Context: an optimization exercise on an open-source flow, tuned for small area. The choices shown serve that exercise and are no tape-out recipe.
At most, simulation tests tie the RTL to the original design; equivalence was not proved.
Function not checked in runs 1, 2 and 4 to 7: the RTL went through the layout flow alone.
No run shown here takes its clock network from TritonCTS; it comes from the design's own scripts or RTL.
No driver is modelled on the clock port, so clock power and skew are understated where the tree is cut down; a real chip needs a root buffer or a tree.
Power figures rest on the tool's default switching activity, not on a simulated workload.

File: flow/flow/run.sh
#!/bin/bash
# The standard layout (the standard.sh, standard synthesis unchanged), with:
# - after floorplan, the logic between the registers re-mapped for area (flow/restructure.tcl);
# - after clock tree synthesis, the clock tree replaced by a flat one (flow/cts_post.tcl): the
#   clock port drives a root clock inverter, which drives six leaf inverters, each driving the
#   flip-flops of one sixth of the placement; logic gates get their smallest drive;
# - port buffers of the smallest size.
set -euo pipefail
here=$(pwd)
export FLOW_DIR_OWN="$here/flow"
export POST_FLOORPLAN_TCL="$here/flow/restructure.tcl"
export POST_CTS_TCL="$here/flow/cts_post.tcl"
export CTS_ARGS="-sink_clustering_enable -repair_clock_nets -dont_use_dummy_load -buf_list sky130_fd_sc_hd__clkbuf_8"
export BUFFER_PORTS_ARGS="-buffer_cell sky130_fd_sc_hd__buf_1"
bash standard.sh > standard.log 2>&1
File: flow/flow/cts_post.tcl
# Replace the clock tree that clock_tree_synthesis built with a flat one: the clock port
# drives NLEAF clock buffers, each driving the clock pins of one group of flip-flops,
# grouped by placement. Then legalize and repair hold as cts.tcl does.
# ncol x nrow leaves of leaf_master, fed by one root_master cell at their centre;
# with inverters both levels invert, so the flip-flops see the clock's own polarity
set ncol 2
set nrow 3
set leaf_master_name sky130_fd_sc_hd__clkinv_8
set root_master_name sky130_fd_sc_hd__clkinv_8

set db [ord::get_db]
set block [ord::get_db_block]
set clk_net [$block findNet clk_100mhz]

# walk the tree: sinks are the clock pins of non-buffer cells
# this file is sourced from inside a proc, so the walk's lists live in ::
set ::mcts_sinks {}
set ::mcts_insts {}
set ::mcts_nets {}
proc mcts_walk { net } {
  foreach it [$net getITerms] {
    if { [$it isOutputSignal] } { continue }
    set inst [$it getInst]
    set m [[$inst getMaster] getName]
    if { [string match "sky130_fd_sc_hd__clkbuf_*" $m] || [string match "sky130_fd_sc_hd__clkinv*" $m] } {
      lappend ::mcts_insts $inst
      foreach o [$inst getITerms] {
        if { [$o isOutputSignal] && [$o getNet] ne "NULL" } {
          lappend ::mcts_nets [$o getNet]
          mcts_walk [$o getNet]
        }
      }
    } else {
      lappend ::mcts_sinks $it
    }
  }
}
mcts_walk $clk_net
set sinks $::mcts_sinks
set tree_insts $::mcts_insts
set tree_nets $::mcts_nets
puts "manual cts: [llength $sinks] sinks, removing [llength $tree_insts] tree cells"

foreach s $sinks { $s disconnect }
foreach inst $tree_insts { odb::dbInst_destroy $inst }
foreach n $tree_nets { odb::dbNet_destroy $n }

# group sinks by placement: split on x into columns, then each column on y
proc sink_xy { it } {
  set inst [$it getInst]
  set bb [$inst getBBox]
  return [list [expr {([$bb xMin] + [$bb xMax]) / 2}] [expr {([$bb yMin] + [$bb yMax]) / 2}]]
}
set pts {}
foreach s $sinks { lappend pts [concat [sink_xy $s] [list $s]] }
set pts [lsort -integer -index 0 $pts]
set groups {}
set n [llength $pts]
for {set c 0} {$c < $ncol} {incr c} {
  set col [lrange $pts [expr {$c * $n / $ncol}] [expr {($c + 1) * $n / $ncol - 1}]]
  set col [lsort -integer -index 1 $col]
  set m [llength $col]
  for {set r 0} {$r < $nrow} {incr r} {
    lappend groups [lrange $col [expr {$r * $m / $nrow}] [expr {($r + 1) * $m / $nrow - 1}]]
  }
}

proc mcts_pins { master } {
  set in ""; set out ""
  foreach mt [$master getMTerms] {
    if { [$mt getSigType] ne "SIGNAL" } { continue }
    if { [$mt getIoType] eq "OUTPUT" } { set out [$mt getName] } else { set in [$mt getName] }
  }
  return [list $in $out]
}
set master [$db findMaster $leaf_master_name]
lassign [mcts_pins $master] leaf_in leaf_out
set rmaster [$db findMaster $root_master_name]
lassign [mcts_pins $rmaster] root_in root_out
set root [odb::dbInst_create $block $rmaster "clkroot"]
set root_net [odb::dbNet_create $block "clknet_root"]
$root_net setSigType CLOCK
[$root findITerm $root_in] connect $clk_net
[$root findITerm $root_out] connect $root_net
set rx 0; set ry 0
set k 0
foreach g $groups {
  set sx 0; set sy 0
  foreach p $g { incr sx [lindex $p 0]; incr sy [lindex $p 1] }
  set cx [expr {$sx / [llength $g]}]
  set cy [expr {$sy / [llength $g]}]
  set inst [odb::dbInst_create $block $master "clkleaf_$k"]
  $inst setLocation $cx $cy
  $inst setPlacementStatus PLACED
  set net [odb::dbNet_create $block "clknet_leaf_$k"]
  $net setSigType CLOCK
  [$inst findITerm $leaf_in] connect $root_net
  [$inst findITerm $leaf_out] connect $net
  incr rx $cx; incr ry $cy
  foreach p $g { [lindex $p 2] connect $net }
  puts "manual cts: leaf $k at ($cx, $cy) drives [llength $g] sinks"
  incr k
}

$root setLocation [expr {$rx / $k}] [expr {$ry / $k}]
$root setPlacementStatus PLACED

# timing has several ns of slack everywhere: give every logic gate that synthesis
# sized up the smallest drive of the same function, if that has less area
set nswap 0
foreach inst [$block getInsts] {
  set m [$inst getMaster]
  set mn [$m getName]
  if { ![regexp {^(sky130_fd_sc_hd__[a-z0-9]+)_([0-9]+)$} $mn -> base drive] } { continue }
  if { $drive <= 1 } { continue }
  if { [regexp {__(df|edf|sdf|dl|clk|buf|inv|tap|fill|decap|conb|lpflow|probe)} $base] } { continue }
  foreach d {1 0} {
    set nm [$db findMaster ${base}_$d]
    if { $nm eq "NULL" } { continue }
    if { [$nm getWidth] < [$m getWidth] } {
      $inst swapMaster $nm
      incr nswap
      break
    }
  }
}
puts "manual cts: $nswap gates sized down"

detailed_placement
estimate_parasitics -placement
repair_design_helper
repair_timing_helper -hold
detailed_placement
check_placement -verbose
estimate_parasitics -placement
report_clock_skew
report_check_types -max_slew -max_capacitance
File: flow/flow/filter_lib.py
"""Copy a liberty file without the given cells: filter_lib.py IN OUT CELL..."""
import re
import sys

src, dst, drop = sys.argv[1], sys.argv[2], set(sys.argv[3:])
text = open(src).read()
out = []
pos = 0
for m in re.finditer(r'^\s*cell\s*\(\s*"?([\w]+)"?\s*\)\s*\{', text, re.M):
    if m.start() < pos or m.group(1) not in drop:
        continue
    depth = 0
    i = m.end() - 1
    while True:
        c = text[i]
        if c == '{':
            depth += 1
        elif c == '}':
            depth -= 1
            if depth == 0:
                break
        i += 1
    out.append(text[pos:m.start()])
    pos = i + 1
out.append(text[pos:])
open(dst, 'w').write(''.join(out))
File: flow/flow/restructure.tcl
# After floorplan: re-map the logic between the registers for area with OpenROAD's
# restructure (ABC), from a copy of the library without the platform's don't-use cells.
# Registers are not touched.
set lib [lindex $::env(LIB_FILES) 0]
set wd $::env(RESULTS_DIR)/rmp
file mkdir $wd
set flib $wd/area.lib
exec python3 $::env(FLOW_DIR_OWN)/filter_lib.py $lib $flib {*}$::env(DONT_USE_CELLS)
report_design_area
restructure -target area -liberty_file $flib \
  -tielo_port sky130_fd_sc_hd__conb_1/LO -tiehi_port sky130_fd_sc_hd__conb_1/HI \
  -work_dir $wd -abc_logfile $wd/abc.log
report_design_area
file delete $flib
File: flow/standard.sh
#!/bin/bash
# synth_recipe.tcl (not shown) runs the flow's synth.tcl, then flattens the netlist and writes it again
# the make line also repeats each setting of config.mk as NAME=value (left out here)
make -C /OpenROAD-flow-scripts/flow DESIGN_CONFIG=/design/flow/config.mk WORK_HOME=/design/flow/orfs CLKGATE_MAP_FILE= SYNTH_SCRIPT=/design/flow/synth_recipe.tcl "${@:-finish}"
File: flow/config.mk
export PLATFORM = sky130hd
export DESIGN_NAME = sift_front_top
export DESIGN_NICKNAME = sift_front_top
export VERILOG_FILES = /design/flow/design.v
export SDC_FILE = /design/flow/constraint.sdc
export NUM_CORES = 4
export LEC_CHECK = 0
export CAP_MARGIN = 20
export CORE_MARGIN = 2
export CORE_UTILIZATION = 50
export CTS_BUF_LIST = sky130_fd_sc_hd__clkbuf_8
export CTS_CLUSTER_DIAMETER = 100
export CTS_CLUSTER_SIZE = 30
export SLEW_MARGIN = 20
File: flow/constraint.sdc
create_clock -name core_clock -period 10.0 [get_ports {clk_100mhz}]
set_input_delay 2.0000 -clock core_clock [delete_from_list [all_inputs] [get_ports {clk_100mhz}]]
set_output_delay 2.0000 -clock core_clock [all_outputs]
set_load 0.01 [all_outputs]
File: flow/design.v
`timescale 1ns/1ps
`default_nettype none
module sift_front_top (
    input  wire logic clk_100mhz,
    input  wire logic sys_rst,
    input  wire logic uart_rxd_i,
    input  wire logic send_req_i,
    output logic      uart_txd_o,
    output logic      frame_loaded_o,
    output logic      pyramid_done_o,
    output logic      busy_o
);
    function automatic logic [5:0] lfsr(input logic [5:0] v);
        lfsr = {v[4:0], ~(v[5] ^ v[4])};
    endfunction
    function automatic logic [1:0] jstep(input logic [1:0] v);
        jstep = {v[0], ~v[1]};
    endfunction
    logic       rxd_meta, rxd_sync;
    logic [4:0] rph;
    logic [5:0] rbaud;
    logic [7:0] rsh;
    logic       rx_wait, rx_stop, rx_data;
    logic       r9, r33, r0;
    logic       rstep, rkill;
    logic       rx_ok;       
    assign rx_wait = !rph[4] && !rph[0];
    assign rx_stop =  rph[4] && !rph[3];
    assign rx_data = !rx_wait && !rx_stop;
    assign r9      = (rbaud == 6'd9);      
    assign r33     = (rbaud == 6'd33);     
    assign r0      = (rbaud == 6'd0);
    assign rx_ok   = rx_stop && r9 && rxd_sync;
    assign rstep   = rx_wait ? (r33 && !rxd_sync) : r9;
    assign rkill   = sys_rst || (rx_wait ? (r33 || (r0 && rxd_sync)) : r9);
    always_ff @(posedge clk_100mhz) begin
        rxd_meta <= uart_rxd_i || sys_rst;
        rxd_sync <= rxd_meta || sys_rst;
        rbaud    <= rkill ? 6'd0 : lfsr(rbaud);
        if (sys_rst)    rph <= '0;
        else if (rstep) rph <= {rph[3:0], !rph[4]};
        if (rx_data && r9) rsh <= {rxd_sync, rsh[7:1]};
    end
    logic [7:0] ring [16];
    logic [3:0] ext;         
    logic       e2;          
    logic [3:0] ph;          
    logic [1:0] py, px;      
    logic       pdy, pdx;    
    logic       xl, yl;
    logic       hit;
    logic       pend;        
    logic       first;       
    logic       last;        
    logic       wr;
    logic [9:0] acc;
    logic [9:0] sum;
    logic [10:0] cy;
    logic [7:0] newv;
    logic [7:0] opnd;
    assign hit   = (ph == {py, px});
    assign xl    = (px == 2'b10);
    assign yl    = (py == 2'b10);
    assign first = !pdy && !pdx;
    assign last  =  pdy &&  pdx;
    assign wr    = pend && hit && (!first || rx_data);
    assign opnd  = wr ? rsh : 8'd0;
    assign acc   = (first && wr) ? 10'd0 : {e2 && (last || !wr), ext[0], ring[0]};
    always_comb begin
        cy[0] = 1'b0;
        for (int i = 0; i < 10; i++) begin
            sum[i]  = acc[i] ^ (i < 8 ? opnd[i] : 1'b0) ^ cy[i];
            cy[i+1] = (acc[i] & (i < 8 ? opnd[i] : 1'b0)) | (cy[i] & (acc[i] ^ (i < 8 ? opnd[i] : 1'b0)));
        end
    end
    assign newv = (wr && last) ? sum[9:2] : sum[7:0];
    always_ff @(posedge clk_100mhz) begin
        for (int i = 0; i < 15; i++) ring[i] <= ring[i+1];
        ring[15] <= newv;
        ext      <= {sum[8], ext[3:1]};
        e2       <= sum[9];
    end
    localparam logic [3:0] Q_STOP = 4'd9, Q_WA = 4'd12, Q_WB = 4'd13, Q_IDLE = 4'd14, Q_LEAD = 4'd15;
    logic [3:0] seq;
    logic [5:0] tb;
    logic       nb;
    logic       lastc;
    logic       term;
    logic       idle;
    assign lastc = xl && yl;
    assign idle  = (seq == Q_IDLE);
    assign term  = (tb == 6'd9 && (seq <= 4'd8 || seq == Q_WA)) ||
                   (seq == Q_LEAD && tb == 6'd3) ||
                   (seq == Q_STOP && tb == (lastc ? 6'd19 : 6'd38)) ||
                   (seq == Q_WB && tb == 6'd58);
    assign busy_o         = (seq <= Q_STOP) || (seq == Q_LEAD);
    assign frame_loaded_o = (seq == Q_WA) && (tb == 6'd1);
    assign pyramid_done_o = (seq == Q_WB) && term;
    always_ff @(posedge clk_100mhz) begin
        tb <= (sys_rst || idle || term) ? 6'd0 : lfsr(tb);
        if (sys_rst) begin
            seq        <= Q_IDLE;
            uart_txd_o <= 1'b1;
            ph         <= '0;
            py         <= '0;
            px         <= '0;
            pdy        <= 1'b0;
            pdx        <= 1'b0;
            pend       <= 1'b0;
        end else begin
            ph[1:0] <= jstep(ph[1:0]);
            if (ph[1:0] == 2'b10) ph[3:2] <= jstep(ph[3:2]);
            if (rx_ok) pend <= 1'b1;
            else if (wr) begin
                pend <= 1'b0;
                pdx  <= !pdx;
                if (pdx) begin
                    px <= jstep(px);
                    if (xl) begin
                        pdy <= !pdy;
                        if (pdy) py <= jstep(py);
                    end
                end
            end
            if (idle) begin
                if (send_req_i)                  seq <= Q_LEAD;
                else if (rx_ok && last && lastc) seq <= Q_WA;
            end else if (term) begin
                if (seq == Q_STOP)                    seq <= lastc ? Q_IDLE : 4'd0;
                else if (seq == Q_WB && send_req_i)   seq <= Q_LEAD;
                else                                  seq <= seq + 1'b1;
                if (busy_o) uart_txd_o <= (seq == Q_LEAD || (seq == Q_STOP && !lastc)) ? 1'b0 :
                                          (seq <= 4'd7) ? nb : 1'b1;
                if (seq == Q_STOP) begin
                    px         <= jstep(px);
                    if (xl) py <= jstep(py);
                end
            end
        end
    end
    always_ff @(posedge clk_100mhz) begin
        if (hit) nb <= ring[0][seq[2:0]];
    end
endmodule
`default_nettype wire
==> impl_metrics.json, run 1 <==
{
  "async_reset_ff_share_pct": 0,
  "synth_cell_types": 57,
  "ios": 8,
  "antenna_cells": 0,
  "syn_area_um2": 5310,
  "layout_common_cells": "dfxtp_1, nor2_1, clkinv_1",
  "stdcell_area_um2": 5220,
  "synth_edf_count": 9,
  "place_congestion": 0.867,
  "final_common_cell": "dfxtp_1",
  "rsz0062_at_grt": "false",
  "critPathRequiredTime_ns": 10.20,
  "post-place-ws_ns": 4.82,
  "setup_ws_ns": 4.71,
  "setup_tns_ns": 0,
  "seq_area_frac_synth_pct": 68.4,
  "holdPathStages": 0,
  "synthCells": 403,
  "start_kind": "register",
  "syn_nets": 425,
  "drt_iter0_markers": 171,
  "crit_path_end_kind": "register",
  "p_leak_nw": 1.90,
  "crit_family": "compound AO/OA/AOI/OAI gates",
  "cap_violations": 0,
  "routedWlPerCell_um": 12.7,
  "vias_per_cell": 4.99,
  "dp_cells": 565,
  "fin_util_pct": 50.6,
  "yosysWarnings": 2,
  "tightest_slew_ns": 1.03,
  "rrSetupSlack_ns": 4.71,
  "first_pass_iters": 4,
  "routed_wl_um": 7240,
  "layout-drive-gt1-share_pct": 1.83,
  "cp_max_fo": 11,
  "relSlewSlack_pct": 30.8,
  "area_growth_pct": -1.67,
  "fin_cells": 572,
  "max_stage_delay_ns": 0.71,
  "final_nets": 442,
  "synth_seq_cells": 177,
  "grt_pass1_wl_um": 12200,
  "setup-violations-final": 0,
  "clk_pin_slew_ns": 0.12,
  "min_to": "ring[5][0]",
  "reg2regPathDepth": 25,
  "min_period_ns": 5.29,
  "clock_sinks": 177,
  "hpwl_um": 4920,
  "timing.final.max_slew_violations": 0,
  "yosys.area.top_type": "dfxtp_1",
  "cp.arrival_ns": 5.49,
  "worst_path_most_repeated_cell": "nor2_1",
  "track_usage_pct": 13.0,
  "critPathBufInv": 3,
  "synthTopCellsByArea": "dfxtp_1, edfxtp_1, mux2i_1",
  "holdCritPathClass": "reg -> reg",
  "slowest_stage": "nor3_1",
  "hold_slack_ns": 0.324,
  "final_antenna_net_count": 0,
  "synth_area_per_cell_um2": 13.2,
  "vias": 2857,
  "ir_drop_mv": 0.100,
  "die_x_um": 107,
  "worstSetupPathType": "reg -> reg",
  "die_area_um2": 11500,
  "hp-start": "ring[6][0]",
  "status": "timing/DRC/antenna clean",
  "antenna_found_initial": 0,
  "skew_ns": 0.0161,
  "hold_viol": 0,
  "finalCritPeriodShare_pct": 52.9,
  "core_area_um2": 10300,
  "synth_top_area_share_pct": 63.3,
  "placed_area_um2": 5110,
  "grt_pass1_vias": 2561,
  "grt_start_max_net_pins": 31,
  "power_mw": 1.07,
  "fp.dieH_um": 107,
  "synth-main-ff-cell": "dfxtp_1",
  "max_freq_ghz": 0.189,
  "clk_latency_ns": 0.28,
  "grt_overflow_total": 0,
  "port_buffers": 7,
  "initial_core_util_pct": 51.4,
  "drc_errors": 0,
  "p_per_area_nw_per_um2": 205,
  "row_count": 37,
  "r2r-start": "py[0]",
  "timing.rr.end": "ring[15][7]"
}
-- state kept, by name (all words and copies together) (netlist names), 4 cells and up --
signal,cells
tb,6
rph,5
ext,4
ph,4
rsh,8
ring,128
seq,4
rbaud,6
-- area by class of cell --
type / count / area [um^2]
fillers: 905 / 5100
flip-flops and latches: 177 / 3630
multi-input cells: 201 / 1110
inverters: 50 / 275
well taps: 136 / 170
repair buffers: 8 / 33.8
-- worst max-delay path by stage --
| stage | startpoint | endpoint | slack [ns] | cells after the start |
|---|---|---|---|---|
| floorplan | pdy | ring[15][7] | 5.84 | 21 |
| global placement | py[0] | ring[15][7] | 5.24 | 25 |
| detailed placement | py[0] | ring[15][7] | 4.82 | 25 |
| global route | py[0] | ring[15][7] | 3.94 | 25 |
| finish | py[0] | ring[15][7] | 4.71 | 25 |
-- Yosys cell counts, drive strengths merged, types with 2 or more instances --
| cell | instances |
|---|---|
| o21a | 2 |
| nor3 | 6 |
| a21oi | 13 |
| clkbuf | 4 |
| xor2 | 5 |
| a21boi | 2 |
| o21ai | 8 |
| nor4 | 3 |
| fa | 7 |
| nand2b | 2 |
| ha | 11 |
| and3 | 6 |
| a21o | 3 |
| buf | 5 |
| dfxtp | 168 |
| nand3 | 4 |
| a211oi | 7 |
| and3b | 2 |
| nand2 | 25 |
| xnor2 | 2 |
| mux2 | 4 |
| or2 | 5 |
| and2 | 16 |
| edfxtp | 9 |
| nor3b | 2 |
| mux2i | 20 |
| nor4bb | 3 |
| nor2 | 18 |
| nor2b | 7 |
| inv | 16 |
| nand4 | 3 |
| mux4 | 2 |
-- power by group --
group	switching, mW	internal (mW)
Sequential	0.0147	0.724
Clock	0.212	0.0282
Combinational	0.0594	0.0324
-- layer usage --
| metal | wire, um | GRT usage (%) | up-vias |
|---|---|---|---|
| li1 | - | - | 1477 |
| met1 | 3780 | 19.0 | 1328 |
| met2 | 3050 | 20.0 | 40 |
| met3 | 281 | 2.25 | 12 |
| met4 | 138 | 3.34 | 0 |
| met5 | 0 | 0 | - |
-- cell families (layout without fill, tap and decap cells) --
kind of cell	count (synthesis)	count (layout)	synth area share (%)
flip-flops	177	177	68.4
AND/OR/NAND/NOR	107	111	12.1
AO/OA/AOI/OAI	43	90	5.44
multiplexers	26	0	5.54
buffers and inverters	25	58	2.17
adder cells (fa/ha/maj)	18	0	5.23
XOR/XNOR	7	0	1.15
==> run 2, diff against run 1 <==
--- a/flow/design.v
+++ b/flow/design.v
@@ -65,7 +65,7 @@
     assign last  =  pdy &&  pdx;
     assign wr    = pend && hit && (!first || rx_data);
     assign opnd  = wr ? rsh : 8'd0;
-    assign acc   = (first && wr) ? 10'd0 : {e2 && (last || !wr), ext[0], ring[0]};
+    assign acc   = (first && wr) ? 10'd0 : {e2 && last, ext[0], ring[0]};
     always_comb begin
         cy[0] = 1'b0;
         for (int i = 0; i < 10; i++) begin
@@ -78,9 +78,9 @@
         for (int i = 0; i < 15; i++) ring[i] <= ring[i+1];
         ring[15] <= newv;
         ext      <= {sum[8], ext[3:1]};
-        e2       <= sum[9];
+        if (wr) e2 <= sum[9];
     end
-    localparam logic [3:0] Q_STOP = 4'd9, Q_WA = 4'd12, Q_WB = 4'd13, Q_IDLE = 4'd14, Q_LEAD = 4'd15;
+    localparam logic [3:0] Q_STOP = 4'd9, Q_WA = 4'd10, Q_WB = 4'd11, Q_IDLE = 4'd12, Q_LEAD = 4'd15;
     logic [3:0] seq;
     logic [5:0] tb;
     logic       nb;
==> run 2 against run 1 <==
  * Synthesized cell count down 2.2%
  * Clock skew down 0.0033 ns
  * Via count down 1.7%
  * Register-to-register slack got worse by 0.04 ns
  * Highest routed layer unchanged
  * First-iteration DRC count is 21% lower
  * Largest power group unchanged
  * Routed wire length decreased by 4.9%
==> impl_metrics.json, run 2 <==
{
  "final_nets": 431,
  "start_kind": "register",
  "synthMostInstantiatedCell": "dfxtp_1",
  "vias": 2809,
  "holdCritPathClass": "reg -> reg",
  "reg_top3": "ring (128), rsh (8)",
  "syn_area_um2": 5270,
  "yosys.area.top_type": "dfxtp_1",
  "setup_ws_ns": 4.67,
  "synthTopCellsByArea": "dfxtp_1, edfxtp_1, fa_1",
  "grt_overflow_total": 0,
  "switching_share_pct": 26.7,
  "relSlewSlack_pct": 39.4,
  "critPathRequiredTime_ns": 10.18,
  "routedWlPerCell_um": 12.3,
  "setup_tns_ns": 0,
  "area_growth_pct": -1.76,
  "synth_seq_cells": 177,
  "synth_area_per_cell_um2": 13.4,
  "synth-adder-area-share_pct": 5.03,
  "status": "timing/DRC/antenna clean",
  "crit_path_end_kind": "register",
  "yosysWarnings": 2,
  "cp.arrival_ns": 5.51,
  "tightest_slew_ns": 0.902,
  "largest_register": "ring",
  "initial_core_util_pct": 51.3,
  "vias_per_cell": 5.01,
  "clock_sinks": 177,
  "synth_edf_count": 10,
  "cp_max_fo": 10,
  "antenna_found_initial": 0,
  "synth_cell_types": 57,
  "reg2regPathDepth": 24,
  "synth_top_area_share_pct": 63.4,
  "worstSetupPathType": "reg -> reg",
  "hp-start": "ext[1]",
  "synth-main-ff-cell": "dfxtp_1",
  "post-place-ws_ns": 4.80,
  "syn_nets": 415,
  "place_congestion": 0.875,
  "grt_pass1_vias": 2593,
  "synth_compound_area_share_pct": 4.39,
  "holdPathStages": 0,
  "skew_ns": 0.0128,
  "antenna_cells": 0,
  "timing.final.max_slew_violations": 0,
  "hpwl_um": 4710,
  "die_x_um": 107,
  "final_antenna_net_count": 0,
  "async_reset_ff_share_pct": 0,
  "port_buffers": 7,
  "fillers": 921,
  "drc_errors": 0,
  "startpoint": "py[1]",
  "r2r-start": "py[1]",
  "grt_start_max_net_pins": 31,
  "seq_area_frac_synth_pct": 69.1,
  "final_common_cell": "dfxtp_1",
  "largest_reg_flops": 128,
  "drt_iter0_markers": 135,
  "yosys.area_share.simple_pct": 13.7,
  "min_period_ns": 5.33,
  "grt_pass1_wl_um": 11700,
  "clk_pin_slew_ns": 0.11,
  "ir_drop_mv": 0.108,
  "hold_viol": 0,
  "layout-drive-gt1-share_pct": 1.65,
  "synth_top_family_by_area": "simple AND/OR/NAND/NOR gates",
  "rrSetupSlack_ns": 4.67,
  "p_per_area_nw_per_um2": 208,
  "synthCells": 394,
  "finalCritPeriodShare_pct": 53.3,
  "row_count": 37,
  "layout_common_cells": "dfxtp_1, clkinv_1, nor2_1",
  "p_comb_share_pct": 8.9,
  "cap_violations": 0,
  "core_area_um2": 10300,
  "p_leak_nw": 1.90,
  "clk_latency_ns": 0.27,
  "synth_common_cells": "dfxtp_1, nor2_1, nand2_1",
  "routed_wl_um": 6890,
  "max_freq_ghz": 0.188,
  "setup-violations-final": 0,
  "p_seq_share_pct": 69.0,
  "synth-xor-area-share_pct": 1.33,
  "fp.dieH_um": 107,
  "clkPwrFrac_pct": 22.1,
  "p_int_uw": 789,
  "ios": 8,
  "p_sw_uw": 288,
  "muxShareOfSynthArea_pct": 3.82,
  "rsz0062_at_grt": "false",
  "die_area_um2": 11400,
  "track_usage_pct": 12.4,
  "first_pass_iters": 4
}
## run 2: cell types whose count changed after synthesis, sizes merged, moves of 3 or more
cell / previous run / this run
a21o: 3 / 0
a21oi: 13 / 9
and2: 16 / 10
and4bb: 1 / 4
buf: 5 / 1
inv: 16 / 11
mux2i: 20 / 13
nand2: 25 / 22
nor2: 18 / 26
nor3: 6 / 3
nor4: 3 / 6
o22ai: 0 / 3
## run 2: critical path, cell delays in order, from the launching register on
cell and delay [ns]:
dfxtp_1 0.37, clkinv_1 0.10, o2bb2ai_1 0.13, nor4_1 0.47, o311ai_0 0.39, nor3_1 0.78, nor3_1 0.15, clkinv_1 0.10
nor2_1 0.04, o21ai_0 0.27, nor2_1 0.06, o21ai_0 0.26, nor2_1 0.06, o21ai_0 0.26, nor2_1 0.07, o21ai_0 0.26
nor2_1 0.06, o21ai_0 0.26, nor2_1 0.06, o21ai_0 0.26, nor2_1 0.06, o21ai_0 0.22, nor2_1 0.10, xnor2_1 0.24
a2bb2oi_1 0.19
## run 2: layout make-up
class	instances	area [um^2]	area share (%)
multi-input cells	194	1080	20.8
inverters	47	264	5.10
repair buffers	7	26.3	0.507
flip-flops and latches	177	3640	70.3
well taps	136	170	3.28
## run 2: worst paths after layout
kind	end
worst min-delay path	ext[0]
worst min register to register	ext[0]
worst max-delay path	ring[15][7]
worst max register to register	ring[15][7]
## run 2: routing by layer
metal,vias up,part of all wire [%],global-route usage [%]
met3,11,4.6,2.13
met1,1303,53,18.1
li1,1448,-,-
met4,0,1.7,3.06
met2,47,40,19.2
met5,-,0,0
## run 2: power by group through the flow
stage / Combinational (mW) / Sequential, mW / Clock [mW]
finish: 0.0957 / 0.744 / 0.238
global route: 0.107 / 0.746 / 0.276
detailed placement: 0.0941 / 0.758 / 0
global placement: 0.0918 / 0.759 / 0
floorplan: 0.0914 / 0.748 / 0
## run 2: logic make-up (layout without fill, tap and decap cells)
group                      Yosys count  in the layout
DFF                                177            177
and+or+nand+nor                    118            102
AOI/OAI and AO/OA                   36             91
buffers and inverters               21             54
adders and majority gates           17              0
muxes                               17              0
xor gates and xnor gates             8              1
## run 2: through the flow
step                      power (mW)  std cells  hold slack, ns  cell area, um^2  util, %
after floorplan                0.839        394           0.310             5270        -
after global placement         0.851        554           0.310             5070     49.3
after detailed placement       0.853        554           0.312             5070     49.3
after global routing            1.13        561           0.343             5180     50.4
final                           1.08        561           0.333             5180     50.4
==> run 3, diff against run 2 <==
--- a/flow/design.v
+++ b/flow/design.v
@@ -80,7 +80,7 @@
         ext      <= {sum[8], ext[3:1]};
         if (wr) e2 <= sum[9];
     end
-    localparam logic [3:0] Q_STOP = 4'd9, Q_WA = 4'd10, Q_WB = 4'd11, Q_IDLE = 4'd12, Q_LEAD = 4'd15;
+    localparam logic [3:0] Q_STOP = 4'd9, Q_WA = 4'd12, Q_WB = 4'd13, Q_IDLE = 4'd14, Q_LEAD = 4'd15;
     logic [3:0] seq;
     logic [5:0] tb;
     logic       nb;
==> run 3 against run 2 <==
  * Flip-flop and latch count did not move
  * First-iteration DRC count fell by 8.1%
  * Die area fell by 2.1%
  * Worst hold slack got worse by 0.0085 ns
  * Via count fell by 0.43%
  * Critical path depth did not move
  * Still clean
  * Global-route usage rose by 0.51 points
==> impl_metrics.json, run 3 <==
{
  "core_area_um2": 10200,
  "syn_nets": 412,
  "cap_violations": 0,
  "drt_iter0_markers": 124,
  "ir_drop_mv": 0.120,
  "holdCritPathClass": "reg -> reg",
  "synthCells": 390,
  "syn_area_um2": 5160,
  "vias": 2797,
  "grt_start_max_net_pins": 31,
  "tightest_slew_ns": 0.890,
  "clk_latency_ns": 0.28,
  "grt_pass1_vias": 2618,
  "synth_cell_types": 56,
  "finalCritPeriodShare_pct": 53.5,
  "yosysWarnings": 2,
  "synth_common_cells": "dfxtp_1, nor2_1, nand2_1",
  "synth-main-ff-cell": "dfxtp_1",
  "largest_reg_flops": 128,
  "layout_common_cells": "dfxtp_1, nor2_1, clkinv_1",
  "start_kind": "register",
  "min_period_ns": 5.35,
  "relSlewSlack_pct": 40.2,
  "vias_per_cell": 4.98,
  "fp.dieH_um": 106,
  "seq_area_frac_synth_pct": 70.6,
  "crit_path_end_kind": "register",
  "p_per_area_nw_per_um2": 204,
  "yosys.area.top_type": "dfxtp_1",
  "initial_core_util_pct": 50.7,
  "skew_ns": 0.0190,
  "clock_sinks": 177,
  "synth_area_per_cell_um2": 13.2,
  "timing.final.max_slew_violations": 0,
  "hpwl_um": 4900,
  "max_freq_ghz": 0.187,
  "power_mw": 1.06,
  "setup_tns_ns": 0,
  "status": "timing/DRC/antenna clean",
  "synth_seq_cells": 177,
  "async_reset_ff_share_pct": 0,
  "fin_util_pct": 50.8,
  "synthMostInstantiatedCell": "dfxtp_1",
  "clk_pin_slew_ns": 0.12,
  "setup-violations-final": 0,
  "synth_top_area_share_pct": 64.8,
  "area_growth_pct": 0.218,
  "slowest_stage": "nor3_1",
  "final_nets": 432,
  "cp.arrival_ns": 5.38,
  "layout-drive-gt1-share_pct": 1.88,
  "hold_viol": 0,
  "routedWlPerCell_um": 12.5,
  "drc_errors": 0,
  "row_count": 37,
  "die_area_um2": 11200,
  "worstSetupPathType": "reg -> reg",
  "grt_overflow_total": 0,
  "antenna_cells": 0,
  "stdcell_area_um2": 5170,
  "reg_top3": "ring (128), rsh (8)",
  "max_stage_delay_ns": 0.77,
  "first_pass_iters": 4,
  "p_leak_nw": 1.87,
  "ios": 8,
  "critPathRequiredTime_ns": 10.03,
  "die_x_um": 106,
  "cp_max_fo": 10,
  "worst_path_most_repeated_cell": "nor2_1",
  "worstPathCellList": "clkinv_1, a22oi_1, nor4_1, o311ai_0, nor3_1, nor3_1, clkinv_1, nor2_1, o21ai_0, nor2_1, o21ai_0, nor2_1, o21ai_0, nor2_1, o21ai_0, nor2_1, o21ai_0, nor2_1, o21ai_0, nor2_1, o21ai_0, nor2_1, a2bb2oi_1, clkinv_1",
  "rsz0062_at_grt": "false",
  "final_antenna_net_count": 0,
  "synth_edf_count": 10,
  "routed_wl_um": 7010,
  "antenna_found_initial": 0,
  "synthTopCellsByArea": "dfxtp_1, edfxtp_1, mux2i_1",
  "port_buffers": 7,
  "hold_slack_ns": 0.325,
  "place_congestion": 0.852,
  "track_usage_pct": 12.9,
  "final_common_cell": "dfxtp_1",
  "placed_area_um2": 5060,
  "largest_register": "ring",
  "grt_pass1_wl_um": 11900
}
[run 3: changes by cell type after synthesis, moves of 4 or more]
cell	previous run	this run
and3b_2	4	0
nor3_1	3	7
nand2_1	22	18
inv_1	11	17
mux2i_1	13	17
[run 3: critical path: cells and delay by family (launching register included)]
| family | cells | cell delay [ns] |
|---|---|---|
| flip-flops | 1 | 0.36 |
| AND/OR/NAND/NOR | 11 | 2.01 |
| AO/OA/AOI/OAI | 10 | 2.47 |
| buffers and inverters | 3 | 0.26 |
[run 3: routing by layer]
metal / track usage (%) / up-vias / wire length (um)
met5: 0 / - / 0
met3: 2.60 / 10 / 373
met2: 20.4 / 46 / 3000
met1: 18.3 / 1294 / 3540
met4: 2.82 / 0 / 101
li1: - / 1447 / -
[run 3: report_power, final]
group	switching (mW)	total [mW]	internal (mW)	leakage, nW
combinational	0.0510	0.0784	0.0274	0.385
sequential	0.0132	0.736	0.723	1.44
clock	0.212	0.240	0.0283	0.0482
total	0.276	1.06	0.779	1.87
[run 3: layout make-up]
cell class                      instances  area, um^2
Sequential cell                       177        3640
Tap cell                              136         170
Inverter                               47         264
Fill cell                             923        5010
Multi-Input combinational cell        194        1060
Timing Repair Buffer                    8        33.8
[run 3: worst paths after layout]
check	startpoint	end	slack, ns	depth (start not counted)
worst min-delay path	ring[3][6]	ring[2][6]	0.32	0
worst max-delay path	py[0]	e2	4.65	24
worst min register to register	ring[3][6]	ring[2][6]	0.32	0
worst max register to register	py[0]	e2	4.65	24
[run 3: through the flow]
| step | setup slack, ns | cells |
|---|---|---|
| after global routing | 3.86 | 562 |
| after global placement | 5.07 | 555 |
| after detailed placement | 4.71 | 555 |
| after floorplan | 5.52 | 390 |
| final | 4.65 | 562 |
[run 3: logic make-up after synthesis]
| family | share of synthesized area, % |
|---|---|
| flip-flops | 70.6 |
| AND/OR/NAND/NOR | 11.4 |
| AO/OA/AOI/OAI | 4.19 |
| buffers and inverters | 2.59 |
| multiplexers | 4.61 |
| adder cells (fa/ha/maj) | 5.38 |
| XOR/XNOR | 1.19 |
==> run 4, diff against run 3 <==
--- a/flow/design.v
+++ b/flow/design.v
@@ -17,15 +17,15 @@
         jstep = {v[0], ~v[1]};
     endfunction
     logic       rxd_meta, rxd_sync;
-    logic [4:0] rph;
+    logic [3:0] rph;
     logic [5:0] rbaud;
     logic [7:0] rsh;
     logic       rx_wait, rx_stop, rx_data;
     logic       r9, r33, r0;
     logic       rstep, rkill;
     logic       rx_ok;       
-    assign rx_wait = !rph[4] && !rph[0];
-    assign rx_stop =  rph[4] && !rph[3];
+    assign rx_wait = (rph == 4'd9);
+    assign rx_stop = (rph == 4'd8);
     assign rx_data = !rx_wait && !rx_stop;
     assign r9      = (rbaud == 6'd9);      
     assign r33     = (rbaud == 6'd33);     
@@ -37,8 +37,8 @@
         rxd_meta <= uart_rxd_i || sys_rst;
         rxd_sync <= rxd_meta || sys_rst;
         rbaud    <= rkill ? 6'd0 : lfsr(rbaud);
-        if (sys_rst)    rph <= '0;
-        else if (rstep) rph <= {rph[3:0], !rph[4]};
+        if (sys_rst)    rph <= 4'd9;
+        else if (rstep) rph <= rx_stop ? 4'd9 : rx_wait ? 4'd0 : rph + 1'b1;
         if (rx_data && r9) rsh <= {rxd_sync, rsh[7:1]};
     end
     logic [7:0] ring [16];
==> run 4 against run 3 <==
  * Largest cell class unchanged
  * Synthesized area rose by 0.99%
  * Maximum frequency rose by 0.74%
  * Still clean
  * Design area rose by 0.17%
  * Worst hold slack got worse by 0.0047 ns
==> impl_metrics.json, run 4 <==
{
  "ios": 8,
  "cp.arrival_ns": 5.34,
  "ir_drop_mv": 0.0925,
  "final_nets": 437,
  "grt_start_max_net_pins": 31,
  "reg_top3": "ring (128), rsh (8)",
  "die_area_um2": 11300,
  "fp.dieH_um": 106,
  "worstPathCellList": "clkinv_1, o2bb2ai_1, nor4_1, o311ai_0, nor3_1, nor3_1, clkinv_1, nor2_1, o21ai_0, nor2_1, o21ai_0, nor2_1, o21ai_0, nor2_1, o21ai_0, nor2_1, o21ai_0, nor2_1, o21ai_0, nor2_1, o21ai_0, nor2_1, a2bb2oi_1, clkinv_1",
  "hpwl_um": 4660,
  "vias_per_cell": 4.90,
  "area_growth_pct": -0.600,
  "synth_seq_cells": 176,
  "drt_iter0_markers": 122,
  "max_stage_delay_ns": 0.73,
  "track_usage_pct": 12.5,
  "clk_latency_ns": 0.28,
  "layout-drive-gt1-share_pct": 1.62,
  "place_congestion": 0.834,
  "crit_path_end": "e2",
  "p_leak_nw": 1.90,
  "holdCritPathClass": "reg -> reg",
  "synth-main-ff-cell": "dfxtp_1",
  "syn_area_um2": 5210,
  "r2r-start": "py[1]",
  "synth_edf_count": 10,
  "first_pass_iters": 4,
  "die_x_um": 106,
  "initial_core_util_pct": 50.9,
  "grt_pass1_vias": 2561,
  "placed_area_um2": 5070,
  "rrSetupSlack_ns": 4.69,
  "rsz0062_at_grt": "false",
  "clk_pin_slew_ns": 0.11,
  "timing.final.max_slew_violations": 0,
  "p_per_area_nw_per_um2": 206,
  "startpoint": "py[1]",
  "relSlewSlack_pct": 44.6,
  "worst_path_most_repeated_cell": "nor2_1",
  "synthMostInstantiatedCell": "dfxtp_1",
  "crit_path_end_kind": "register",
  "slowest_stage": "nor3_1",
  "grt_overflow_total": 0,
  "port_buffers": 7,
  "final_antenna_net_count": 0,
  "finalCritPeriodShare_pct": 53.1,
  "cp_max_fo": 10,
  "largest_register": "ring",
  "critPathRequiredTime_ns": 10.03,
  "hold_viol": 0,
  "row_count": 37,
  "layout_common_cells": "dfxtp_1, clkinv_1, nor2_1",
  "worstSetupPathType": "reg -> reg",
  "vias": 2779,
  "seq_area_frac_synth_pct": 69.5,
  "cap_violations": 0,
  "grt_pass1_wl_um": 11700,
  "setup-violations-final": 0,
  "status": "timing/DRC/antenna clean",
  "setup_tns_ns": 0,
  "holdPathStages": 0,
  "synth_cell_types": 45,
  "clock_sinks": 176,
  "synth_common_cells": "dfxtp_1, nand2_1, inv_1, nor2_1, and2_1",
  "timing.rr.end": "e2",
  "stdcell_area_um2": 5180,
  "routedWlPerCell_um": 12.1,
  "core_area_um2": 10200,
  "drc_errors": 0,
  "synth_top_area_share_pct": 63.8,
  "synthTopCellsByArea": "dfxtp_1, edfxtp_1, ha_1",
  "skew_ns": 0.0160,
  "synthCells": 410,
  "reg2regPathDepth": 24,
  "final_common_cell": "dfxtp_1",
  "synth_area_per_cell_um2": 12.7,
  "routed_wl_um": 6880,
  "antenna_cells": 0,
  "tightest_slew_ns": 0.825,
  "yosys.area.top_type": "dfxtp_1",
  "antenna_found_initial": 0,
  "async_reset_ff_share_pct": 0,
  "syn_nets": 435,
  "yosysWarnings": 2,
  "fin_util_pct": 50.6,
  "max_freq_ghz": 0.188,
  "hold_slack_ns": 0.320,
  "start_kind": "register",
  "largest_reg_flops": 128,
  "min_period_ns": 5.31
}
==> run 4: cell types whose count changed after synthesis, sizes merged, moves of 5 or more <==
cell   delta
inv       +5
mux2i     -6
nand2    +10
nand3     +6
xnor2     +7
xor2      -5
==> run 4: report_power, final <==
| part | switching, mW | internal [mW] |
|---|---|---|
| clock | 0.211 | 0.0283 |
| sequential | 0.0160 | 0.720 |
| combinational | 0.0565 | 0.0337 |
==> run 4: area by class of cell <==
class | count | area, um^2
timing repair buffer | 7 | 26.3
multi-input combinational | 197 | 1080
fill | 904 | 5050
tap | 136 | 170
sequential | 176 | 3620
inverter | 51 | 279
==> run 4: cell families (layout without fill, tap and decap cells) <==
group / Yosys count / count (layout) / synth area share (%)
AND/OR/NAND/NOR: 122 / 113 / 12.9
multiplexers: 15 / 0 / 3.41
flip-flops: 176 / 176 / 69.5
XOR/XNOR: 9 / 0 / 1.51
adder cells (fa/ha/maj): 21 / 0 / 6.05
buffers and inverters: 31 / 58 / 2.23
AO/OA/AOI/OAI: 36 / 84 / 4.42
==> run 4: worst min path at each step <==
stage	start	end	slack [ns]
after global routing	ring[7][0]	ring[6][0]	0.34
after global placement	ring[9][4]	ring[8][4]	0.31
final	ring[1][1]	ring[0][1]	0.32
after detailed placement	ring[1][0]	ring[0][0]	0.31
after floorplan	ext[1]	ext[0]	0.31
==> run 4: per-layer routing <==
metal | up-vias | global-route usage [%] | wire, um
met2 | 41 | 19.2 | 2830
met5 | - | 0 | 0
met4 | 0 | 2.91 | 106
li1 | 1461 | - | -
met3 | 9 | 2.02 | 308
met1 | 1268 | 18.6 | 3640
==> run 4: worst max-delay path, delay by kind of cell, from the launching register on <==
family | cells | cell delay [ns]
buf+inv | 3 | 0.31
simple gates | 11 | 1.84
flops | 1 | 0.36
compound gates | 10 | 2.53
==> run 4: stage by stage <==
step	worst slack, ns	cells	total power, mW
6_report	4.69	567	1.07
5_1_grt	3.81	567	1.12
3_5_place_dp	4.76	560	0.840
3_3_place_gp	5.03	560	0.840
2_1_floorplan	5.49	410	0.810
==> run 5, diff against run 4 <==
--- a/flow/design.v
+++ b/flow/design.v
@@ -42,8 +42,7 @@
         if (rx_data && r9) rsh <= {rxd_sync, rsh[7:1]};
     end
     logic [7:0] ring [16];
-    logic [3:0] ext;         
-    logic       e2;          
+    logic [3:0] lo0, lo1;    
     logic [3:0] ph;          
     logic [1:0] py, px;      
     logic       pdy, pdx;    
@@ -65,7 +64,7 @@
     assign last  =  pdy &&  pdx;
     assign wr    = pend && hit && (!first || rx_data);
     assign opnd  = wr ? rsh : 8'd0;
-    assign acc   = (first && wr) ? 10'd0 : {e2 && last, ext[0], ring[0]};
+    assign acc   = (first && wr) ? 10'd0 : {ring[0], lo1[0], lo0[0]};
     always_comb begin
         cy[0] = 1'b0;
         for (int i = 0; i < 10; i++) begin
@@ -73,12 +72,12 @@
             cy[i+1] = (acc[i] & (i < 8 ? opnd[i] : 1'b0)) | (cy[i] & (acc[i] ^ (i < 8 ? opnd[i] : 1'b0)));
         end
     end
-    assign newv = (wr && last) ? sum[9:2] : sum[7:0];
+    assign newv = sum[9:2];
     always_ff @(posedge clk_100mhz) begin
         for (int i = 0; i < 15; i++) ring[i] <= ring[i+1];
         ring[15] <= newv;
-        ext      <= {sum[8], ext[3:1]};
-        if (wr) e2 <= sum[9];
+        lo0      <= {sum[0], lo0[3:1]};
+        lo1      <= {sum[1], lo1[3:1]};
     end
     localparam logic [3:0] Q_STOP = 4'd9, Q_WA = 4'd12, Q_WB = 4'd13, Q_IDLE = 4'd14, Q_LEAD = 4'd15;
     logic [3:0] seq;
==> run 5 against run 4 <==
  * Register-to-register slack better by 0.55 ns
  * Largest power group unchanged
  * Clock power about the same
  * Sequential share of layout area up 0.56 points
  * Cell count down 0.18%
  * Synthesized cell count down 4.9%
  * Critical path type unchanged
  * Flip-flop and latch count up 3
  * Critical endpoint is now ring[15][7]
==> impl_metrics.json, run 5 <==
{
  "syn_nets": 415,
  "min_period_ns": 4.76,
  "fillers": 918,
  "reg2regPathDepth": 25,
  "r2r-start": "py[1]",
  "cp.arrival_ns": 4.94,
  "largest_reg_flops": 128,
  "largest_register": "ring",
  "relSlewSlack_pct": 57.2,
  "synth_common_cells": "dfxtp_1, nor2_1, and2_1",
  "status": "timing/DRC/antenna clean",
  "cap_violations": 0,
  "tightest_slew_ns": 0.637,
  "synthTopCellsByArea": "dfxtp_1, edfxtp_1, ha_1",
  "initial_core_util_pct": 51.0,
  "area_growth_pct": -0.668,
  "drc_errors": 0,
  "p_per_area_nw_per_um2": 210,
  "vias": 2712,
  "route.met3.wl_um": 205,
  "grt_overflow_total": 0,
  "die_x_um": 106,
  "grt_pass1_vias": 2546,
  "layout-drive-gt1-share_pct": 2.33,
  "critPathRequiredTime_ns": 10.18,
  "seq_area_frac_synth_pct": 70.0,
  "first_pass_iters": 4,
  "clkPwrFrac_pct": 22.1,
  "synthCells": 390,
  "yosys.area.top_type": "dfxtp_1",
  "ios": 8,
  "holdPathStages": 0,
  "hpwl_um": 4700,
  "vias_per_cell": 4.79,
  "start_kind": "register",
  "final_antenna_net_count": 0,
  "grt_pass1_wl_um": 11600,
  "dr_wl_met2_um": 2950,
  "die_area_um2": 11300,
  "placed_area_um2": 5090,
  "routed_wl_um": 6870,
  "synth_top_area_share_pct": 64.9,
  "timing.rr.end": "ring[15][7]",
  "async_reset_ff_share_pct": 0,
  "place_congestion": 0.862,
  "reg_top3": "ring (128), rsh (8)",
  "finalCritPeriodShare_pct": 47.6,
  "p_comb_share_pct": 9.2,
  "setup_tns_ns": 0,
  "timing.final.max_slew_violations": 0,
  "yosysWarnings": 2,
  "setup-violations-final": 0,
  "hp-start": "ring[15][0]",
  "power_mw": 1.09,
  "p_leak_nw": 1.94,
  "layout_common_cells": "dfxtp_1, nor2_1, clkinv_1",
  "grt_start_max_net_pins": 31,
  "top_layer": "met4",
  "p_seq_share_pct": 68.8,
  "crit_path_end_kind": "register",
  "rrSetupSlack_ns": 5.24,
  "fp.dieH_um": 106,
  "final_nets": 436,
  "synth-main-ff-cell": "dfxtp_1",
  "hold_viol": 0,
  "antenna_found_initial": 0,
  "p_int_uw": 797,
  "routedWlPerCell_um": 12.1,
  "synth_edf_count": 9,
  "cp_max_fo": 12,
  "max_freq_ghz": 0.210,
  "port_buffers": 7,
  "final_common_cell": "dfxtp_1",
  "synthMostInstantiatedCell": "dfxtp_1",
  "holdCritPathClass": "reg -> reg",
  "row_count": 37,
  "clk_latency_ns": 0.28,
  "clock_sinks": 179,
  "ir_drop_mv": 0.0865,
  "wl_met1_um": 3550,
  "clk_pin_slew_ns": 0.11,
  "core_area_um2": 10300,
  "worstSetupPathType": "reg -> reg",
  "track_usage_pct": 12.5,
  "p_sw_uw": 295,
  "synth_cell_types": 61,
  "switching_share_pct": 27.0,
  "drt_iter0_markers": 113,
  "antenna_cells": 0,
  "stdcell_area_um2": 5210,
  "synth_area_per_cell_um2": 13.5,
  "min_to": "ring[14][0]",
  "rsz0062_at_grt": "false",
  "skew_ns": 0.0127,
  "syn_area_um2": 5250,
  "synth_seq_cells": 179
}
==> run 5: cell types whose count changed after synthesis, moves of 4 or more <==
cell,change
xor2_1,+4
inv_1,-10
nor2_1,-5
nor2b_1,+8
mux2i_1,-4
dfxtp_1,+4
nand2b_1,+6
xnor2_1,-5
clkbuf_1,-5
nand2_1,-16
==> run 5: final cells by class <==
cell class	count	area, um^2	area share, %
Multi-Input combinational cell	192	1050	20.2
Timing Repair Buffer	9	41.3	0.792
Tap cell	136	170	3.27
Inverter	50	275	5.28
Sequential cell	179	3670	70.5
==> run 5: metrics by stage <==
stage	hold slack (ns)	util (%)	setup slack, ns	cells
5_1_grt	0.341	50.7	4.49	566
3_3_place_gp	0.310	49.5	5.23	559
6_report	0.330	50.7	5.24	566
2_1_floorplan	0.310	-	5.15	390
3_5_place_dp	0.312	49.5	4.89	559
==> run 5: how the worst max path moves through the flow <==
stage,end,start,depth (start not counted)
floorplan,ring[15][7],rph[0],16
finish,ring[15][7],py[1],25
detailed placement,ring[15][7],py[1],25
global route,ring[15][7],py[1],25
global placement,ring[15][7],py[1],25
==> run 5: worst max-delay path: stages (launching register included) <==
cell	delay, ns
dfxtp_1	0.36
clkinv_1	0.11
o2bb2ai_1	0.13
nor4_1	0.36
o311ai_0	0.22
buf_4	0.21
nor3_2	0.48
nor3_1	0.15
clkinv_1	0.08
nor2_1	0.05
o21ai_0	0.28
nor2_1	0.06
o21ai_0	0.25
nor2_1	0.06
o21ai_0	0.26
nor2_1	0.07
o21ai_0	0.25
nor2_1	0.06
o21ai_0	0.25
nor2_1	0.07
o21ai_0	0.24
nor2_1	0.06
o21ai_0	0.20
or3_1	0.17
o21ai_0	0.09
o21a_1	0.13
==> run 5: per-layer routing <==
| layer | vias up | GRT usage (%) |
|---|---|---|
| met4 | 0 | 4.36 |
| met2 | 32 | 19.6 |
| met3 | 10 | 2.51 |
| li1 | 1438 | - |
| met1 | 1232 | 17.3 |
| met5 | - | 0 |
==> run 5: kinds of logic (layout without fill, tap and decap cells) <==
| group | count (synthesis) | count (layout) | synth area share (%) |
|---|---|---|---|
| buf+inv | 21 | 59 | 1.84 |
| xor+xnor | 8 | 1 | 1.34 |
| mux | 11 | 0 | 2.62 |
| simple gates | 111 | 115 | 12.3 |
| flops | 179 | 179 | 70.0 |
| compound gates | 39 | 76 | 5.84 |
| fa+ha+maj | 21 | 0 | 6.01 |
==> run 5: power by group through the flow <==
stage	sequential, mW	clock [mW]	combinational [mW]
2_1_floorplan	0.756	0	0.107
3_3_place_gp	0.767	0	0.0977
3_5_place_dp	0.766	0	0.0985
5_1_grt	0.754	0.278	0.115
6_report	0.751	0.241	0.100
==> run 6, diff against run 5 <==
--- a/flow/design.v
+++ b/flow/design.v
@@ -17,15 +17,15 @@
         jstep = {v[0], ~v[1]};
     endfunction
     logic       rxd_meta, rxd_sync;
-    logic [3:0] rph;
+    logic [4:0] rph;
     logic [5:0] rbaud;
     logic [7:0] rsh;
     logic       rx_wait, rx_stop, rx_data;
     logic       r9, r33, r0;
     logic       rstep, rkill;
     logic       rx_ok;       
-    assign rx_wait = (rph == 4'd9);
-    assign rx_stop = (rph == 4'd8);
+    assign rx_wait = !rph[4] && !rph[0];
+    assign rx_stop =  rph[4] && !rph[3];
     assign rx_data = !rx_wait && !rx_stop;
     assign r9      = (rbaud == 6'd9);      
     assign r33     = (rbaud == 6'd33);     
@@ -37,8 +37,8 @@
         rxd_meta <= uart_rxd_i || sys_rst;
         rxd_sync <= rxd_meta || sys_rst;
         rbaud    <= rkill ? 6'd0 : lfsr(rbaud);
-        if (sys_rst)    rph <= 4'd9;
-        else if (rstep) rph <= rx_stop ? 4'd9 : rx_wait ? 4'd0 : rph + 1'b1;
+        if (sys_rst)    rph <= '0;
+        else if (rstep) rph <= {rph[3:0], !rph[4]};
         if (rx_data && r9) rsh <= {rxd_sync, rsh[7:1]};
     end
     logic [7:0] ring [16];
==> run 6 against run 5 <==
  * Sequential power about the same
  * Maximum frequency increased by 14%
  * Global-route usage down 0.37 points
  * First-iteration DRC count down 8.0%
  * Critical path type unchanged
  * Routed wire length down 3.3%
  * Total power decreased by 1.3%
  * Sequential share of layout area increased by 0.74 points
  * Setup slack gained 0.60 ns
  * Via count shrank 1.6%
  * Combinational power down 12%
==> impl_metrics.json, run 6 <==
{
  "status": "timing/DRC/antenna clean",
  "place_congestion": 0.821,
  "grt_pass1_wl_um": 11200,
  "hpwl_um": 4480,
  "largest_reg_flops": 128,
  "p_leak_nw": 1.86,
  "synth_top_area_share_pct": 65.5,
  "crit_path_end_kind": "register",
  "grt_pass1_vias": 2411,
  "seq_area_frac_synth_pct": 70.7,
  "finalCritPeriodShare_pct": 41.6,
  "syn_area_um2": 5230,
  "antenna_cells": 0,
  "p_per_area_nw_per_um2": 208,
  "synth_seq_cells": 180,
  "fin_cells": 558,
  "synth_common_cells": "dfxtp_1, and2_1, nor2_1",
  "relSlewSlack_pct": 39.2,
  "clock_sinks": 180,
  "rsz0062_at_grt": "false",
  "first_pass_iters": 4,
  "drt_iter0_markers": 104,
  "dp_cells": 551,
  "yosysWarnings": 2,
  "reg_top3": "ring (128), rsh (8)",
  "holdCritPathClass": "reg -> reg",
  "initial_core_util_pct": 51.1,
  "max_stage_delay_ns": 0.45,
  "synthCells": 393,
  "ios": 8,
  "setup-violations-final": 0,
  "final_nets": 428,
  "max_freq_ghz": 0.241,
  "syn_nets": 415,
  "slowest_stage": "nor4_1",
  "area_growth_pct": -0.766,
  "grt_start_max_net_pins": 31,
  "critPathBufInv": 1,
  "worstPathCellList": "a2bb2oi_1, nor4_1, nand2_1, nor4_1, buf_4, nor2b_1, nand2_1, o21a_1, o22ai_1, and2_0, o22ai_1, nor2_1, o21ai_0, nor2_1, o21ai_0, nor2_1, o21ai_0, nor2_1, o21ai_0, nor2_1, o21ai_0, nor2b_1, xnor2_1",
  "die_area_um2": 11300,
  "synth_edf_count": 9,
  "cap_violations": 0,
  "grt_overflow_total": 0,
  "core_area_um2": 10200,
  "row_count": 37,
  "layout_common_cells": "dfxtp_1, nor2_1, clkinv_1",
  "rrSetupSlack_ns": 5.84,
  "hold_viol": 0,
  "layout-drive-gt1-share_pct": 2.13,
  "start_kind": "register",
  "fp.dieH_um": 106,
  "die_x_um": 106,
  "synth_area_per_cell_um2": 13.3,
  "antenna_found_initial": 0,
  "min_period_ns": 4.16,
  "port_buffers": 7,
  "cp.arrival_ns": 4.33,
  "synth-main-ff-cell": "dfxtp_1",
  "ir_drop_mv": 0.0933,
  "synthMostInstantiatedCell": "dfxtp_1",
  "crit_family": "compound AO/OA/AOI/OAI gates",
  "yosys.area.top_type": "dfxtp_1",
  "synth_cell_types": 55,
  "vias": 2669,
  "clk_pin_slew_ns": 0.11,
  "final_antenna_net_count": 0,
  "vias_per_cell": 4.78,
  "track_usage_pct": 12.1,
  "routedWlPerCell_um": 11.9,
  "cp_max_fo": 10,
  "synthTopCellsByArea": "dfxtp_1, edfxtp_1, and2_1",
  "timing.final.max_slew_violations": 0,
  "routed_wl_um": 6650,
  "clk_latency_ns": 0.27,
  "skew_ns": 0.00896,
  "tightest_slew_ns": 0.903,
  "critPathRequiredTime_ns": 10.17,
  "final_common_cell": "dfxtp_1",
  "setup_tns_ns": 0,
  "largest_register": "ring",
  "async_reset_ff_share_pct": 0,
  "drc_errors": 0,
  "worstSetupPathType": "reg -> reg"
}
## run 6: layer usage
layer | GRT usage (%) | share of wire [%] | vias to the layer above
li1 | - | - | 1407
met1 | 17.9 | 54 | 1208
met2 | 17.9 | 40 | 43
met3 | 2.51 | 3.6 | 11
met4 | 3.76 | 2.2 | 0
met5 | 0 | 0 | -
## run 6: per-stage QoR
stage	total power, mW	area, um^2	utilization, %	setup slack [ns]	hold WS (ns)
floorplan	0.834	5230	-	5.57	0.310
global placement	0.852	5070	49.6	6.03	0.311
detailed placement	0.852	5070	49.6	5.86	0.312
global route	1.13	5180	50.7	5.41	0.336
finish	1.08	5180	50.7	5.84	0.331
## run 6: final cells by class
type,count,area (um^2)
repair buffers,9,41.3
flip-flops and latches,180,3690
inverters,42,245
fillers,913,5050
well taps,136,170
multi-input cells,191,1030
## run 6: where the power goes
group / switching (mW) / internal [mW]
Sequential: 0.0155 / 0.735
Combinational: 0.0579 / 0.0299
Clock: 0.211 / 0.0283
Total: 0.285 / 0.793
## run 6: logic make-up (layout without fill, tap and decap cells)
logic type	count (synthesis)	count (layout)	share of synthesized area, %
flops	180	180	70.7
simple gates	116	109	12.8
compound gates	32	79	4.38
buf+inv	23	51	1.82
fa+ha+maj	18	0	5.32
mux	18	0	3.97
xor+xnor	6	3	1.01
## run 6: worst reg2reg max path: stages, from the launching register on
cell       delay, ns
dfxtp_1         0.35
a2bb2oi_1       0.15
nor4_1          0.45
nand2_1         0.13
nor4_1          0.20
buf_4           0.21
nor2b_1         0.08
nand2_1         0.10
o21a_1          0.15
o22ai_1         0.11
and2_0          0.18
o22ai_1         0.20
nor2_1          0.06
o21ai_0         0.25
nor2_1          0.06
o21ai_0         0.25
nor2_1          0.06
o21ai_0         0.25
nor2_1          0.06
o21ai_0         0.24
nor2_1          0.06
o21ai_0         0.25
nor2b_1         0.10
xnor2_1         0.13
## run 6: worst paths after layout
| kind | from | to | cells past startpoint |
|---|---|---|---|
| worst max-delay path | ph[3] | ring[15][7] | 23 |
| worst min-delay path | ring[8][7] | ring[7][7] | 0 |
| worst max register to register | ph[3] | ring[15][7] | 23 |
| worst min register to register | ring[8][7] | ring[7][7] | 0 |
==> run 7, diff against run 6 <==
--- a/flow/design.v
+++ b/flow/design.v
@@ -42,7 +42,8 @@
         if (rx_data && r9) rsh <= {rxd_sync, rsh[7:1]};
     end
     logic [7:0] ring [16];
-    logic [3:0] lo0, lo1;    
+    logic [3:0] ext;         
+    logic       e2;          
     logic [3:0] ph;          
     logic [1:0] py, px;      
     logic       pdy, pdx;    
@@ -56,28 +57,26 @@
     logic [9:0] sum;
     logic [10:0] cy;
     logic [7:0] newv;
-    logic [7:0] opnd;
     assign hit   = (ph == {py, px});
     assign xl    = (px == 2'b10);
     assign yl    = (py == 2'b10);
     assign first = !pdy && !pdx;
     assign last  =  pdy &&  pdx;
     assign wr    = pend && hit && (!first || rx_data);
-    assign opnd  = wr ? rsh : 8'd0;
-    assign acc   = (first && wr) ? 10'd0 : {ring[0], lo1[0], lo0[0]};
+    assign acc   = first ? 10'd0 : {e2 && last, ext[0], ring[0]};
     always_comb begin
         cy[0] = 1'b0;
         for (int i = 0; i < 10; i++) begin
-            sum[i]  = acc[i] ^ (i < 8 ? opnd[i] : 1'b0) ^ cy[i];
-            cy[i+1] = (acc[i] & (i < 8 ? opnd[i] : 1'b0)) | (cy[i] & (acc[i] ^ (i < 8 ? opnd[i] : 1'b0)));
+            sum[i]  = acc[i] ^ (i < 8 ? rsh[i] : 1'b0) ^ cy[i];
+            cy[i+1] = (acc[i] & (i < 8 ? rsh[i] : 1'b0)) | (cy[i] & (acc[i] ^ (i < 8 ? rsh[i] : 1'b0)));
         end
     end
-    assign newv = sum[9:2];
+    assign newv = last ? sum[9:2] : sum[7:0];
     always_ff @(posedge clk_100mhz) begin
         for (int i = 0; i < 15; i++) ring[i] <= ring[i+1];
-        ring[15] <= newv;
-        lo0      <= {sum[0], lo0[3:1]};
-        lo1      <= {sum[1], lo1[3:1]};
+        ring[15] <= wr ? newv : ring[0];
+        ext      <= {wr ? sum[8] : ext[0], ext[3:1]};
+        if (wr) e2 <= sum[9];
     end
     localparam logic [3:0] Q_STOP = 4'd9, Q_WA = 4'd12, Q_WB = 4'd13, Q_IDLE = 4'd14, Q_LEAD = 4'd15;
     logic [3:0] seq;
==> flow/flow/run.sh (replaced) <==
#!/bin/bash
# The standard layout (the standard.sh, standard synthesis unchanged), with the clock
# tree replaced after clock tree synthesis by a flat one (flow/cts_post.tcl): the clock port
# drives a root clock inverter, which drives six leaf inverters, each driving the flip-flops
# of one sixth of the placement.
set -euo pipefail
here=$(pwd)
export POST_CTS_TCL="$here/flow/cts_post.tcl"
export CTS_ARGS="-sink_clustering_enable -repair_clock_nets -dont_use_dummy_load -buf_list sky130_fd_sc_hd__clkbuf_8"
export BUFFER_PORTS_ARGS="-buffer_cell sky130_fd_sc_hd__buf_1"
bash standard.sh > standard.log 2>&1
removed: flow/flow/filter_lib.py
removed: flow/flow/restructure.tcl
==> run 7 against run 6 <==
  * Critical path depth fell by 17
  * Flip-flop and latch count fell by 3
  * Synthesized area rose by 1.7%
  * Sequential power fell by 2%
  * Synthesized cell count rose by 5.9%
  * Routed wire length rose by 7.4%
  * Via count rose by 3.0%
  * Design area rose by 7.2%
  * Clock power barely moved
  * Maximum frequency fell by 9.2%
  * Critical path type is now reg -> out
  * Largest cell class unchanged
==> impl_metrics.json, run 7 <==
{
  "yosys.area.top_type": "dfxtp_1",
  "start_kind": "register",
  "antenna_found_initial": 0,
  "vias_per_cell": 4.97,
  "ir_drop_mv": 0.0914,
  "drt_iter0_markers": 100,
  "critPathBufInv": 1,
  "synthCells": 416,
  "antenna_cells": 0,
  "grt_pass1_wl_um": 12300,
  "synth_top_family_by_area": "simple AND/OR/NAND/NOR gates",
  "async_reset_ff_share_pct": 0,
  "place_congestion": 0.826,
  "crit_path_end_kind": "primary output",
  "synth_cell_types": 53,
  "max_freq_ghz": 0.218,
  "hold_viol": 0,
  "relSlewSlack_pct": 54.2,
  "routed_wl_um": 7140,
  "die_x_um": 107,
  "largest_register": "ring",
  "synth_seq_cells": 177,
  "die_area_um2": 11500,
  "first_pass_iters": 4,
  "slowest_stage": "o32ai_2",
  "initial_core_util_pct": 51.5,
  "syn_area_um2": 5320,
  "area_growth_pct": 4.54,
  "critPathRequiredTime_ns": 8.00,
  "skew_ns": 0.0143,
  "min_period_ns": 4.58,
  "final_common_cell": "dfxtp_1",
  "clk_latency_ns": 0.28,
  "final_antenna_net_count": 0,
  "hpwl_um": 4680,
  "max_stage_delay_ns": 0.68,
  "layout-drive-gt1-share_pct": 6.47,
  "grt_pass1_vias": 2617,
  "cp_max_fo": 10,
  "use_met2_pct": 21.7,
  "final_nets": 441,
  "placed_area_um2": 5460,
  "ios": 8,
  "tightest_slew_ns": 0.685,
  "largest_reg_flops": 128,
  "yosys.area_share.simple_pct": 11.8,
  "stdcell_area_um2": 5560,
  "crit_family": "compound AO/OA/AOI/OAI gates",
  "yosysWarnings": 2,
  "synth_top_area_share_pct": 62.9,
  "grt_use_met3_pct": 1.82,
  "timing.final.max_slew_violations": 0,
  "port_buffers": 7,
  "cap_violations": 0,
  "synthTopCellsByArea": "dfxtp_1, edfxtp_1, mux2i_1",
  "synth-main-ff-cell": "dfxtp_1",
  "seq_area_frac_synth_pct": 68.5,
  "drc_errors": 0,
  "grt-busiest-layer": "met2",
  "worstSetupPathType": "reg -> out",
  "layout_common_cells": "dfxtp_1, nor2_1, a21oi_1",
  "fp.dieH_um": 107,
  "reg_top3": "ring (128), rsh (8)",
  "p_leak_nw": 2.21,
  "rsz0062_at_grt": "false",
  "synth-adder-area-share_pct": 5.23,
  "holdCritPathClass": "reg -> reg",
  "routedWlPerCell_um": 12.9,
  "status": "timing/DRC/antenna clean",
  "syn_nets": 438,
  "synth_edf_count": 10,
  "muxShareOfSynthArea_pct": 5.37,
  "setup-violations-final": 0,
  "vias": 2749,
  "grt_start_max_net_pins": 31,
  "row_count": 37,
  "synth_common_cells": "dfxtp_1, nor2_1, a21oi_1",
  "power_mw": 1.06,
  "synth_area_per_cell_um2": 12.8,
  "track_usage_pct": 13.1,
  "clock_sinks": 177,
  "worstPathCellList": "ha_1, nand2_1, o32ai_2, and2b_1, nor2_1, buf_1",
  "synth_compound_area_share_pct": 6.00,
  "finalCritPeriodShare_pct": 45.8,
  "p_per_area_nw_per_um2": 190,
  "use_met1_pct": 18.4,
  "clk_pin_slew_ns": 0.11,
  "synthMostInstantiatedCell": "dfxtp_1",
  "cp.arrival_ns": 2.58,
  "core_area_um2": 10300,
  "synth-xor-area-share_pct": 0.989,
  "setup_tns_ns": 0,
  "grt_overflow_total": 0
}
[run 7: cell types whose count changed after synthesis, sizes merged, moves of 7 or more]
cell and delta:
and2 -14, a21oi +9, nor2 +9, nor2b +8, clkbuf +7, nor4 -7, o21ai +7
[run 7: layout make-up]
class / instances / area (um^2)
fillers: 909 / 4770
multi-input cells: 211 / 1540
inverters: 21 / 166
repair buffers: 8 / 33.8
well taps: 136 / 170
flip-flops and latches: 177 / 3640
[run 7: final timing paths]
check                   start  cells after the start        endpoint  slack [ns]
setup / recovery       seq[0]                      6  pyramid_done_o        5.42
hold / removal    ring[15][2]                      0     ring[14][2]        0.33
setup reg to reg          pdx                     18     ring[15][7]        5.77
hold reg to reg   ring[15][2]                      0     ring[14][2]        0.33
[run 7: power by group]
part / leakage [nW] / switching (mW) / internal [mW] / total [mW]
Sequential: 1.44 / 0.0150 / 0.721 / 0.736
Combinational: 0.724 / 0.0434 / 0.0351 / 0.0785
Clock: 0.0482 / 0.213 / 0.0283 / 0.242
[run 7: cell families (layout without fill, tap and decap cells)]
group	after synthesis	after routing
xor gates and xnor gates	6	6
adders and majority gates	18	18
muxes	25	25
DFF	177	177
AOI/OAI and AO/OA	48	48
and+or+nand+nor	114	114
buffers and inverters	28	29
[run 7: per-stage QoR]
stage / hold slack (ns) / setup slack, ns / utilization (%) / cells
after floorplan: 0.310 / 5.95 / - / 416
after global placement: 0.310 / 5.91 / 52.9 / 546
after detailed placement: 0.312 / 5.78 / 52.9 / 546
after global routing: 0.343 / 5.20 / 53.8 / 553
final: 0.327 / 5.42 / 53.8 / 553
[run 7: per-layer routing]
metal  part of all wire (%)  vias up  wire length [um]
met5                      0        -                 0
met4                    1.7        0               122
met3                    2.0       10               140
met2                     45       18              3190
met1                     52     1337              3690
li1                       -     1384                 -

-- separate check: timing with driven ports --
The flow's constraints put no driver on any port. The routed layouts listed below were extracted and timed again, unchanged, in two steps.
Step 1 (the two cells are an assumption about what drives the block):
set clk [get_ports {clk_100mhz}]
set_driving_cell -lib_cell sky130_fd_sc_hd__clkbuf_16 $clk
set_driving_cell -lib_cell sky130_fd_sc_hd__buf_2 [delete_from_list [all_inputs] $clk]
Step 2, shift: input delay + t, output delay - t, t = (earliest + latest rising clock arrival at the registers) / 2. This alone moves slack from input paths to output paths.
a / b / c = ideal / step 1 / step 2; a / b = the first two.
run | t (ns) | setup slack, ns | worst setup path at the end | cell pins on the clock port's net
run 1 | 0.327 | 4.711 / 4.711 / 4.711 | register to register | 1
run 2 | 0.317 | 4.671 / 4.671 / 4.671 | register to register | 1
run 3 | 0.324 | 4.651 / 4.651 / 4.651 | register to register | 1
run 4 | 0.319 | 4.690 / 4.690 / 4.690 | register to register | 1
run 5 | 0.327 | 5.240 / 5.240 / 5.240 | register to register | 1
run 6 | 0.325 | 5.843 / 5.843 / 5.843 | register to register | 1
run 7 | 0.321 | 5.421 / 5.372 / 5.692 | register to output | 1
After both steps every run listed still meets setup and hold.
